Source: an optimization exercise on an open RTL-to-GDS flow (aim: small area and a short achievable clock period). Production flows keep margins and buffers that such runs may drop.
No functional check of the RTL was part of any run shown here.
Power is estimated from default activity; no workload was simulated.

==> flow/design.v, too long to show whole: its modules and the start of the top module <==
// module kernelRegs: 36 lines
// module windowBuffer: 42 lines
// module convMac: 3448 lines
// module fullAdder: 10 lines
// module maxPool: 54 lines
// module gtCompare: 149 lines
// module gtNodeP: 11 lines
// module gtNodeN: 11 lines
// module convPoolLayer: 56 lines
module convPoolLayer (
    input  logic               clock,
    input  logic               rstN,
    input  logic               pixValid,
    input  cnnPkg::pixelT      pixData,
    input  logic               coefValid,
    input  cnnPkg::coefWriteT  coefWr,
    output logic               poolValid,
    output cnnPkg::poolSampleT poolOut
);
  // ...
==> flow/run.sh <==
#!/bin/bash
# synth_recipe.tcl (not shown) runs the flow's synth.tcl, then flattens the netlist and writes it again
# the make line also repeats each setting of config.mk as NAME=value (left out here)
make -C /OpenROAD-flow-scripts/flow DESIGN_CONFIG=/design/flow/config.mk WORK_HOME=/design/flow/orfs CLKGATE_MAP_FILE= SYNTH_SCRIPT=/design/flow/synth_recipe.tcl finish
==> flow/config.mk <==
export PLATFORM = sky130hd
export DESIGN_NAME = convPoolLayer
export DESIGN_NICKNAME = convPoolLayer
export VERILOG_FILES = /design/flow/design.v
export SDC_FILE = /design/flow/constraint.sdc
export NUM_CORES = 4
export LEC_CHECK = 0
export CAP_MARGIN = 20
export CORE_MARGIN = 2
export CORE_UTILIZATION = 65
export CTS_CLUSTER_DIAMETER = 80
export CTS_CLUSTER_SIZE = 20
export SETUP_SLACK_MARGIN = 4.0
export SLEW_MARGIN = 20
export SYNTH_HIERARCHICAL = 1
==> flow/constraint.sdc <==
create_clock -name core_clock -period 6.5 [get_ports {clock}]
set_input_delay 1.3000 -clock core_clock [delete_from_list [all_inputs] [get_ports {clock}]]
set_output_delay 1.3000 -clock core_clock [all_outputs]
set_load 0.01 [all_outputs]
==> results.ini, run 1 <==
[worst_setup_path]
cp-end-kind = flip-flop
crit_top_cell = fa_1
path_buf_inv = 0
critPathSlowestCell = dfrtp_1
r2r.worst_path.cells = 4
cp-startpoint = uKernelRegs.wgt[57]
start_kind = flip-flop
required_ns = 6.97
cp.depth = 4

[final_layout]
multi_input_cells = 1484
top_register = uWindowBuffer.shift
top_regs = uWindowBuffer.shift: 152 flops, uKernelRegs.wgt: 72 flops, uMaxPool.pairQ: 38 flops
signal_buffers = 185
multi_input_area_share_pct = 45.8
seqCellArea_sq_um = 15600

[timing]
max_freq_ghz = 0.395
relSlewSlack_pct = 28.9
finalCritPeriodShare_pct = 38.9
fin_setup_tns_ns = 0

[run_status]
status = timing/DRC/antenna clean

[pwr]
p_int_mw = 11.5
pwr-share-seq_pct = 37.1
power.leakage_nw = 13.8
finalPower_mw = 19.2
combPwrFrac_pct = 48.7
comb-power_mw = 9.37
cellPowerDensity_nw_per_um2 = 524
clock_power_mw = 2.74

[min_path]
min_path_cells = 0

[clock_tree]
cts_buffers = 43

[placement]
dp.cells = 2919

[yosys]
synth_nets = 2866
avgSynthCellArea_sq_um = 14.6

[die]
io-pin-count = 49

[detailed_routing]
vias = 18762
drc = 0

[global_routing]
grt.met2_usage_pct = 57.1

==> inputs of run 2 (changes only) <==
--- a/flow/config.mk
+++ b/flow/config.mk
@@ -10,6 +10,6 @@
 export CORE_UTILIZATION = 65
 export CTS_CLUSTER_DIAMETER = 80
 export CTS_CLUSTER_SIZE = 20
-export SETUP_SLACK_MARGIN = 4.0
+export SETUP_SLACK_MARGIN = 3.6
 export SLEW_MARGIN = 20
 export SYNTH_HIERARCHICAL = 1
==> run 2 against run 1 <==
  * Still clean on timing, DRC and antenna
  * Clock skew down 0.00070 ns
  * Flip-flop and latch count unchanged
  * Cell count down 4.2%
  * Hold slack about the same
  * Synthesized cell count did not move
  * Synthesized area unchanged
  * Combinational power down 3.8%
  * Non-clock buffer count fell by 131
  * Die area stayed put
  * First-iteration DRC count down 16%
  * Maximum frequency down 10%
  * Power decreased by 1.7%
  * Largest power group unchanged
==> results.ini, run 2 <==
[detailed_routing]
viasPerCell = 6.03
post_drt_wl_per_cell_microns = 28.3
routed.top_layer = met5
drtIter0Drc = 1489
drt-total-wl_microns = 84900
antenna_left = 0
met2_length_microns = 40000
wl_met1_microns = 31500
wl_met3_microns = 8290
drc = 0  ; unchanged
firstDrtPassIters = 5
vias = 18070  ; -3.7%

[worst_setup_path]
cp-end-kind = primary output
required_ns = 5.20  ; -1.77 ns
path_cells = clkdlybuf4s50_1
path_buf_inv = 1  ; +1
arrival_ns = 1.51
critPathSlowestCell = clkdlybuf4s50_1
path_class = reg -> out
slowest_delay_ns = 0.57
start_kind = flip-flop
crit_family = buffers and inverters
crit_fanout = 1

[die]
die_y_microns = 228
rows = 82
dieArea_sq_um = 52200
die_w_microns = 228
start_util_pct = 65.5
coreArea_sq_um = 50000
io-pin-count = 49  ; unchanged

[placement]
placed_area_sq_um = 33900
dp_hpwl_microns = 64700
dp.cells = 2919  ; unchanged
numPortBuffers = 48
place.gp.congestion = 1.00

[global_routing]
grt_usage_pct = 34.4
antenna_found_initial = 3
grt_pass1_vias = 20141
grt_max_degree = 103
grt_pass1_wl_microns = 129000
grt-ovfl-total = 0

[clock_tree]
cts_tree = built
postCtsSetupBuffers = 0
root_buffer = clkbuf_16
cts_buffers = 43  ; unchanged
clkTransAtPathRegs_ns = 0.08
clock_latency_ns = 0.61
htreeDepth = 2
clock-sinks = 647
clock_path_buffers = 3

[timing]
drv_slew = 0
hold_ws_ns = 0.320
finClkSkew_ns = 0.0372
finalCritPeriodShare_pct = 43.2  ; +4.3 points
relSlewSlack_pct = 29.9  ; +0.96 points
hold_viol_final = 0
max_freq_ghz = 0.356  ; -10%
fin_setup_tns_ns = 0  ; unchanged
rsz0062_at_grt = false
worst_slew_pin_slew_ns = 1.05
min_period_ns = 2.81
finalSetupViolCount = 0

[run_status]
status = timing/DRC/antenna clean

[final_layout]
top_regs = uWindowBuffer.shift: 152 flops, uKernelRegs.wgt: 72 flops, uMaxPool.pairQ: 38 flops
top_register = uWindowBuffer.shift
largest_reg_flops = 152
final_cell_area_sq_um = 35200
layout-drive-gt1-share_pct = 8.69
fin_nets = 2913
finalNonFillerCells = 2998
area_growth_pct = 7.54
most-common-layout-cells = fa_1 (551), nand2_1 (491), dfxtp_1 (339), edfxtp_1 (209), and2_1 (127)
final_common_cell = fa_1

[yosys]
synthCells = 2245
synth_nets = 2866  ; unchanged
avgSynthCellArea_sq_um = 14.6  ; unchanged
ys_warn_count = 13
syn_area_sq_um = 32700

[pwr]
power.leakage_nw = 13.1  ; -5.4%
ir_drop_mv = 0.251
cellPowerDensity_nw_per_um2 = 537  ; +2.6%

[min_path]
min_path_type = reg -> reg

[job]
maxCapViolations = 0

==> run 2: worst paths after layout <==
check	start	endpoint	slack, ns	cells after the start
max	uMaxPool.poolOut[5]	poolOut[5]	3.69	1
min	uConvMac.s2r185	uConvMac.s3r253	0.32	0
max reg2reg	uWindowBuffer.shift[2][4]	uConvMac.s1r93	3.71	4
min reg2reg	uConvMac.s2r185	uConvMac.s3r253	0.32	0
max in group asynchronous	rstN	uMaxPool.convCol[0]	4.50	2
min in group asynchronous	rstN	uKernelRegs.wrValid	0.69	1
==> run 2: power by group <==
part	switching (mW)	leakage [nW]	internal (mW)
Combinational	4.86	6.35	4.16
Clock	1.43	0.637	1.30
Sequential	1.30	6.08	5.87
==> run 2: final cells by class <==
cell class	count	area, sq um
diodes	1	2.50
flip-flops and latches	647	15500
clock inverters	12	158
inverters	62	233
repair buffers	54	524
clock buffers	66	1170
multi-input cells	1484	16700
well taps	672	841
fillers	3352	14800
==> run 2: per-stage QoR <==
step                util [%]  power (mW)  setup slack [ns]
floorplan                  -        12.4              4.22
global placement        67.8        15.9              3.36
detailed placement      67.8        16.3              3.27
CTS                     70.5        19.0              3.64
global route            70.5        20.4              3.62
finish                  70.5        18.9              3.69
==> run 2: what timing repair did <==
| item | CTS | global route |
|---|---|---|
| gates resized for setup | 0 | 1 |
| setup endpoints to repair | 0 | 4 |
| hold buffers | 0 | 0 |
==> run 2: routing by layer <==
| layer | vias up | track usage, % |
|---|---|---|
| li1 | 7299 | - |
| met1 | 9432 | 44.3 |
| met2 | 1031 | 54.7 |
| met3 | 304 | 9.78 |
| met4 | 4 | 16.6 |
| met5 | - | 0 |
==> inputs of run 3 (changes only) <==
--- a/flow/config.mk
+++ b/flow/config.mk
@@ -8,8 +8,8 @@
 export CAP_MARGIN = 20
 export CORE_MARGIN = 2
 export CORE_UTILIZATION = 65
-export CTS_CLUSTER_DIAMETER = 80
-export CTS_CLUSTER_SIZE = 20
-export SETUP_SLACK_MARGIN = 3.6
+export CTS_CLUSTER_DIAMETER = 100
+export CTS_CLUSTER_SIZE = 25
+export SETUP_SLACK_MARGIN = 4.0
 export SLEW_MARGIN = 20
 export SYNTH_HIERARCHICAL = 1
==> run 3 against run 2 <==
  * Cell area grew 3.1%
  * Routed wire length rose by 2.5%
  * Global-route usage is 0.12 points higher
  * Sequential power is 0.8% lower
  * Via count up 3.2%
  * Critical path depth is 3 higher
  * Clock skew down 0.019 ns
  * First-iteration DRC count increased by 14%
  * Cell count is 3.5% higher
  * Critical path type is now reg -> reg
  * Largest cell class unchanged
==> results.ini, run 3 <==
[run_status]
status = timing/DRC/antenna clean

[detailed_routing]
vias = 18650  ; +3.2%
viasPerCell = 6.01  ; -0.28%
firstDrtPassIters = 5  ; unchanged
antenna_left = 0  ; unchanged
drc = 0  ; unchanged
post_drt_wl_per_cell_microns = 28.0  ; -0.98%
drtIter0Drc = 1697  ; +14%
drt-total-wl_microns = 87000  ; +2.5%

[die]
dieArea_sq_um = 52200  ; unchanged
die_w_microns = 228  ; unchanged
coreArea_sq_um = 50000  ; unchanged
start_util_pct = 65.5  ; unchanged
die_y_microns = 228  ; unchanged
io-pin-count = 49  ; unchanged
rows = 82  ; unchanged

[clock_tree]
cts_buffers = 31  ; -28%
clkTransAtPathRegs_ns = 0.11  ; +0.03 ns
ctsHoldBuffers = 0  ; unchanged
htreeDepth = 1  ; -1
cts_tree = built
clock-sinks = 647  ; unchanged
root_buffer = clkbuf_16
clock_path_buffers = 3  ; unchanged
clock_latency_ns = 0.63  ; +0.02 ns

[final_layout]
top_register = uWindowBuffer.shift
fin_util_pct = 72.7  ; +2.2 points
nFillCells = 3207  ; -4.3%
top_regs = uWindowBuffer.shift: 152 flops, uKernelRegs.wgt: 72 flops, uMaxPool.pairQ: 38 flops
fin_nets = 3027  ; +3.9%
largest_reg_flops = 152  ; unchanged
final_common_cell = fa_1
most-common-layout-cells = fa_1 (540), nand2_1 (490), dfxtp_1 (332), edfxtp_1 (209), and2_1 (124)
seqCellArea_sq_um = 15600  ; +0.58%
area_growth_pct = 10.9
multi_input_area_sq_um = 16800  ; +0.46%
layout-drive-gt1-share_pct = 17.4  ; +8.7 points

[timing]
finalSetupViolCount = 0  ; unchanged
fin_setup_tns_ns = 0  ; unchanged
worst_slew_pin_slew_ns = 1.07  ; +0.0137 ns
finalCritPeriodShare_pct = 39.1  ; -4.1 points
min_period_ns = 2.54  ; -0.267 ns
relSlewSlack_pct = 29.0  ; -0.91 points
setup_ws_ns = 3.96  ; +0.267 ns
drv_slew = 0  ; unchanged
hold_viol_final = 0  ; unchanged
rsz0062_at_grt = true
max_freq_ghz = 0.393  ; +10%
finClkSkew_ns = 0.0181  ; -0.0191 ns

[worst_setup_path]
arrival_ns = 3.04  ; +1.53 ns
slowest_delay_ns = 0.73  ; +0.16 ns
critPathSlowestCell = dfrtp_1
r2r_end = uConvMac.s1r93
crit_top_cell = fa_1
r2r.worst_path.cells = 4  ; unchanged
cp-startpoint = uKernelRegs.wgt[67]
start_kind = flip-flop
cp-end-kind = flip-flop
path_buf_inv = 0  ; -1
path_cells = nand2_1 -> fa_1 -> fa_1 -> fa_1
crit_end = uConvMac.s1r93
r2r_slack_ns = 3.96  ; +0.25 ns
required_ns = 7.00  ; +1.80 ns
crit_fanout = 9  ; +8
path_class = reg -> reg
reg2reg_from = uKernelRegs.wgt[67]
cp.depth = 4  ; +3
crit_family = adder cells

[placement]
place.gp.congestion = 1.00  ; unchanged
numPortBuffers = 48  ; unchanged
place_ws_ns = 3.27  ; unchanged
dp_hpwl_microns = 64700  ; unchanged

[global_routing]
grt-ovfl-total = 0  ; unchanged
grt.met1_usage_pct = 44.9  ; +0.63 points
grt_usage_pct = 34.6  ; +0.12 points
antenna_found_initial = 4  ; +1
grt_pass1_wl_microns = 130000  ; +1.0%
grt_pass1_vias = 20438  ; +1.5%
grt_busiest_layer = met2
use_met3_pct = 7.96  ; -1.8 points
grt_max_degree = 103  ; unchanged
grt.met2_usage_pct = 56.6  ; +1.9 points

[pwr]
ir_drop_mv = 0.306  ; +22%
power.leakage_nw = 13.6  ; +4.0%
cellPowerDensity_nw_per_um2 = 515  ; -4.1%

[min_path]
min_path_type = reg -> reg
min_path_cells = 0  ; unchanged

[yosys]
avgSynthCellArea_sq_um = 14.6  ; unchanged
synthCells = 2245  ; unchanged
ys_warn_count = 13  ; unchanged
syn_area_sq_um = 32700  ; unchanged
synth_nets = 2866  ; unchanged

[job]
maxCapViolations = 0  ; unchanged

==> run 3: how the worst min path moves through the flow <==
stage / startpoint / end / slack, ns
finish: uConvMac.s2r187 / uConvMac.s3r255 / 0.33
global route: uConvMac.s2r183 / uConvMac.s3r251 / 0.34
detailed placement: uConvMac.s2r185 / uConvMac.s3r253 / 0.31
CTS: uConvMac.s2r185 / uConvMac.s3r253 / 0.34
global placement: uConvMac.s2r186 / uConvMac.s3r254 / 0.31
floorplan: uConvMac.s1r0 / uConvMac.s2r182 / 0.31
==> run 3: what timing repair did <==
item | in CTS | in global routing
buffers inserted | 95 | 30
resized for setup | 130 | 65
pin swaps | 4 | 23
cloned | 0 | 1
setup endpoints to repair | 233 | 97
==> run 3: per-layer routing <==
metal | up-vias | routed length [microns]
li1 | 7507 | -
met1 | 9709 | 32100
met2 | 1122 | 41200
met3 | 312 | 8560
met4 | 0 | 5110
met5 | - | 0
==> run 3: stage by stage <==
step                std cells  hold WS (ns)  power [mW]  area [sq um]
floorplan                2245         0.310        12.4         32700
global placement         2919         0.311        15.9         33900
detailed placement       2919         0.312        16.3         33900
CTS                      3071         0.335        18.6         35900
global route             3102         0.343        20.1         36300
finish                   3103         0.330        18.7         36300
==> run 3: area by class of cell <==
cell class | instances | area share [%]
tap | 672 | 2.32
sequential | 647 | 43.0
clock buffer | 51 | 2.34
antenna | 1 | 0.00689
clock inverter | 6 | 0.227
timing repair buffer | 180 | 5.13
inverter | 62 | 0.641
multi-input combinational | 1484 | 46.3
==> run 3: power by group <==
part           switching [mW]  total, mW  internal [mW]
logic                    5.04       9.37           4.33
registers                1.22       7.11           5.89
clock network            1.29       2.23          0.941
==> module maxPool, before the edit <==
module maxPool (
    input  logic        clock,
    input  logic        rstN,
    input  logic        convValid,
    input  logic [18:0] conv,
    output logic        poolValid,
    output logic [23:0] poolOut
);
    logic [2:0] convRow;
    logic [2:0] convCol;
    logic signed [18:0] other;
    logic signed [18:0] pairQ [2];
    logic signed [18:0] value;
    logic               takeValue;
    logic signed [18:0] best;
    assign value     = conv;
    logic               greater;
    gtCompare uGreater (
        .a  (value),
        .b  (other),
        .gt (greater)
    );
    assign takeValue = greater || (!convRow[0] && !convCol[0]);
    assign best      = takeValue ? value : other;
    always_ff @(posedge clock or negedge rstN) begin
        if (!rstN) begin
            convRow   <= '0;
            convCol   <= '0;
            poolValid <= 1'b0;
        end else begin
            poolValid <= convValid && convRow[0] && convCol[0];
            if (convValid) begin
                if (convCol == 3'd5) begin
                    convCol <= '0;
                    convRow <= (convRow == 3'd5) ? 3'd0 : convRow + 1'b1;
                end else begin
                    convCol <= convCol + 1'b1;
                end
            end
        end
    end
    always_ff @(posedge clock) begin
        if (convValid) begin
            if (!convCol[0]) begin
                other <= best;
            end else begin
                other    <= pairQ[1];
                pairQ[0] <= best;
                pairQ[1] <= pairQ[0];
            end
        end
        poolOut <= {best[18], best, convRow[2:1], convCol[2:1]};
    end
endmodule
==> inputs of run 4 (changes only) <==
--- a/flow/design.v
+++ b/flow/design.v
@@ -3597,6 +3597,7 @@
     logic signed [18:0] value;
     logic               takeValue;
     logic signed [18:0] best;
+    logic [3:0]         poolPos;
     assign value     = conv;
     logic               greater;
     gtCompare uGreater (
@@ -3633,8 +3634,9 @@
                 pairQ[1] <= pairQ[0];
             end
         end
-        poolOut <= {best[18], best, convRow[2:1], convCol[2:1]};
+        poolPos <= {convRow[2:1], convCol[2:1]};
     end
+    assign poolOut = {pairQ[0][18], pairQ[0], poolPos};
 endmodule
 module gtCompare (
     input  logic [18:0] a,
--- a/flow/config.mk
+++ b/flow/config.mk
@@ -8,8 +8,8 @@
 export CAP_MARGIN = 20
 export CORE_MARGIN = 2
 export CORE_UTILIZATION = 65
-export CTS_CLUSTER_DIAMETER = 100
-export CTS_CLUSTER_SIZE = 25
+export CTS_CLUSTER_DIAMETER = 80
+export CTS_CLUSTER_SIZE = 20
 export SETUP_SLACK_MARGIN = 4.0
 export SLEW_MARGIN = 20
 export SYNTH_HIERARCHICAL = 1
==> run 4 against run 3 <==
  * Routed wire length up 0.44%
  * First-iteration DRC count up 5.4%
  * Largest power group unchanged
  * Critical path type unchanged
  * Critical endpoint is now uConvMac.s1r70
  * Utilization up 1.4 points
==> results.ini, run 4 <==
[pwr]
swShare_pct = 39.9  ; -0.47 points
p_sw_mw = 7.52  ; -0.35%
combPwrFrac_pct = 49.3  ; -0.8 points
cellPowerDensity_nw_per_um2 = 519  ; +0.81%
pwr-share-seq_pct = 36.9  ; -1.1 points
ir_drop_mv = 0.376  ; +23%
power.leakage_nw = 13.6  ; +0.22%
finalPower_mw = 18.9  ; +0.81%
p_int_mw = 11.3  ; +1.6%
pwr-share-clk_pct = 13.8  ; +1.9 points

[worst_setup_path]
path_class = reg -> reg
crit_fanout = 9  ; unchanged
start_kind = flip-flop
required_ns = 6.96  ; -0.04 ns
arrival_ns = 3.01  ; -0.03 ns
cp-end-kind = flip-flop

[clock_tree]
cts_tree = built
root_buffer = clkbuf_16
clock_latency_ns = 0.59  ; -0.04 ns
cts_buffers = 40  ; +29%
clock_path_buffers = 3  ; unchanged
htreeDepth = 2  ; +1
clkTransAtPathRegs_ns = 0.10  ; about the same
clock-sinks = 628  ; -2.9%

[die]
die_y_microns = 227  ; -0.58%
coreArea_sq_um = 49100  ; -1.8%
rows = 81  ; -1.2%
die_w_microns = 227  ; -0.58%
io-pin-count = 49  ; unchanged
start_util_pct = 66.0  ; +0.44 points
dieArea_sq_um = 51600  ; -1.2%

[timing]
relSlewSlack_pct = 40.1  ; +11 points
fin_setup_tns_ns = 0  ; unchanged
drv_slew = 0  ; unchanged
finalSetupViolCount = 0  ; unchanged
min_period_ns = 2.54  ; -0.000700 ns
worst_slew_pin_slew_ns = 0.899  ; -0.167 ns
finalCritPeriodShare_pct = 39.1  ; about the same
finClkSkew_ns = 0.0290  ; +0.0108 ns
rsz0062_at_grt = true
hold_viol_final = 0  ; unchanged
max_freq_ghz = 0.393  ; about the same

[detailed_routing]
vias = 18575  ; -0.40%
viasPerCell = 6.00  ; -0.24%
drtIter0Drc = 1789  ; +5.4%
firstDrtPassIters = 6  ; +1
post_drt_wl_per_cell_microns = 28.2  ; +0.60%
antenna_left = 0  ; unchanged
drt-total-wl_microns = 87400  ; +0.44%
drc = 0  ; unchanged

[global_routing]
grt-ovfl-total = 0  ; unchanged
antenna_found_initial = 2  ; -2
grt_pass1_wl_microns = 129000  ; -0.74%
grt_pass1_vias = 20339  ; -0.48%
grt_max_degree = 70  ; -32%
grt_usage_pct = 35.6  ; +1.1 points

[yosys]
synthCells = 2227  ; -0.80%
avgSynthCellArea_sq_um = 14.5  ; -0.37%
synth_nets = 2848  ; -0.63%
ys_warn_count = 13  ; unchanged
syn_area_sq_um = 32400  ; -1.2%

[final_layout]
top_regs = uWindowBuffer.shift: 152 flops, uKernelRegs.wgt: 72 flops, uMaxPool.pairQ: 38 flops
top_register = uWindowBuffer.shift
largest_reg_flops = 152  ; unchanged
nFillCells = 3189  ; -0.56%
final_common_cell = fa_1
most-common-layout-cells = fa_1 (546), nand2_1 (486), dfxtp_1 (320), edfxtp_1 (209), and2_1 (123)
area_growth_pct = 12.2
fin_nets = 3024  ; -0.099%
layout-drive-gt1-share_pct = 18.1  ; +0.76 points

[placement]
dp_hpwl_microns = 64100  ; -0.96%
numPortBuffers = 48  ; unchanged
place.gp.congestion = 1.01  ; +0.57%

[run_status]
status = timing/DRC/antenna clean

[min_path]
min_path_type = reg -> reg

[job]
maxCapViolations = 0  ; unchanged

## run 4: final cells by class
type,count,area [sq um],share of cell area [%]
antenna,1,2.50,0.00689
multi-input combinational,1485,16900,46.4
timing repair buffer,186,1900,5.22
clock inverter,9,105,0.289
tap,664,831,2.29
sequential,628,15200,42.0
inverter,62,233,0.641
clock buffer,63,1140,3.14
## run 4: power by group through the flow
stage	logic (mW)	clock network, mW	registers (mW)
global placement	8.50	0	6.97
floorplan	5.77	0	6.45
global route	10.4	2.77	7.06
detailed placement	8.83	0	7.04
finish	9.31	2.60	6.95
CTS	9.08	2.64	6.91
## run 4: path summary, 6_finish.rpt
check / startpoint / to / slack (ns) / cells after the start
max in group asynchronous: rstN / macValid[3] / 4.49 / 2
min in group asynchronous: rstN / uKernelRegs.wgt[9] / 0.68 / 1
min reg2reg: uConvMac.s2r182 / uConvMac.s3r250 / 0.33 / 0
min: uConvMac.s2r182 / uConvMac.s3r250 / 0.33 / 0
max: uWindowBuffer.shift[1][2] / uConvMac.s1r70 / 3.96 / 4
max reg2reg: uWindowBuffer.shift[1][2] / uConvMac.s1r70 / 3.96 / 4
## run 4: per-stage QoR
step | hold slack (ns) | util (%) | setup slack (ns) | instance area (sq um) | std cells
2_1_floorplan | 0.310 | - | 4.22 | 32400 | 2227
3_3_place_gp | 0.310 | 68.3 | 3.40 | 33500 | 2893
3_5_place_dp | 0.312 | 68.3 | 3.58 | 33500 | 2893
4_1_cts | 0.331 | 72.8 | 3.84 | 35700 | 3054
5_1_grt | 0.339 | 74.0 | 3.92 | 36300 | 3097
6_report | 0.330 | 74.0 | 3.96 | 36300 | 3098
## run 4: critical path, stage by stage (launching register included)
cell and delay [ns]:
edfxtp_1 0.70, nand2_1 0.17, fa_1 0.50, fa_1 0.60, fa_1 0.44
## run 4: what timing repair did
item	in CTS	in global routing
endpoints found under the hold margin	0	0
hold buffers	0	0
cloned	1	1
pin swaps	3	28
endpoints found under the setup margin	170	110
resized for setup	121	69
setup buffers	88	42
## run 4: metal layers
| layer | wire length, microns | GRT usage, % | part of all wire [%] |
|---|---|---|---|
| met5 | 0 | 0 | 0 |
| met4 | 5840 | 19.4 | 6.7 |
| met3 | 8730 | 8.54 | 10 |
| met2 | 41200 | 57.0 | 47 |
| met1 | 31600 | 45.6 | 36 |

-- static timing again, ports no longer ideal --
How much do the figures lean on ideal ports? The routed layouts below were timed once more, with nothing changed but the port constraints.
Step 1 sets driving cells, clkbuf_16 on the clock port and buf_2 on the other inputs (assumed; they add their load-dependent delay and slew).
Step 2 also shifts input and output timing later by t, the mid clock arrival at the registers, as if the neighbouring blocks saw the same clock.
Slacks: no drivers / after step 1 / after step 2; pairs: no drivers / after step 1.
| run | t, ns | setup WS [ns] | latest minus earliest clock arrival (ns) |
|---|---|---|---|
| run 1 | 0.656 | 3.971 / 3.971 / 3.500 | 0.039 / 0.038 |
| run 2 | 0.654 | 3.690 / 3.629 / 3.249 | 0.037 / 0.038 |
| run 3 | 0.679 | 3.956 / 3.956 / 3.461 | 0.018 / 0.019 |
| run 4 | 0.639 | 3.957 / 3.957 / 3.565 | 0.030 / 0.031 |
After both steps every run listed still meets setup and hold. For run 3, which loses most, drivers alone change the setup slack by 0.000 ns; drivers and shift together by -0.495 ns.
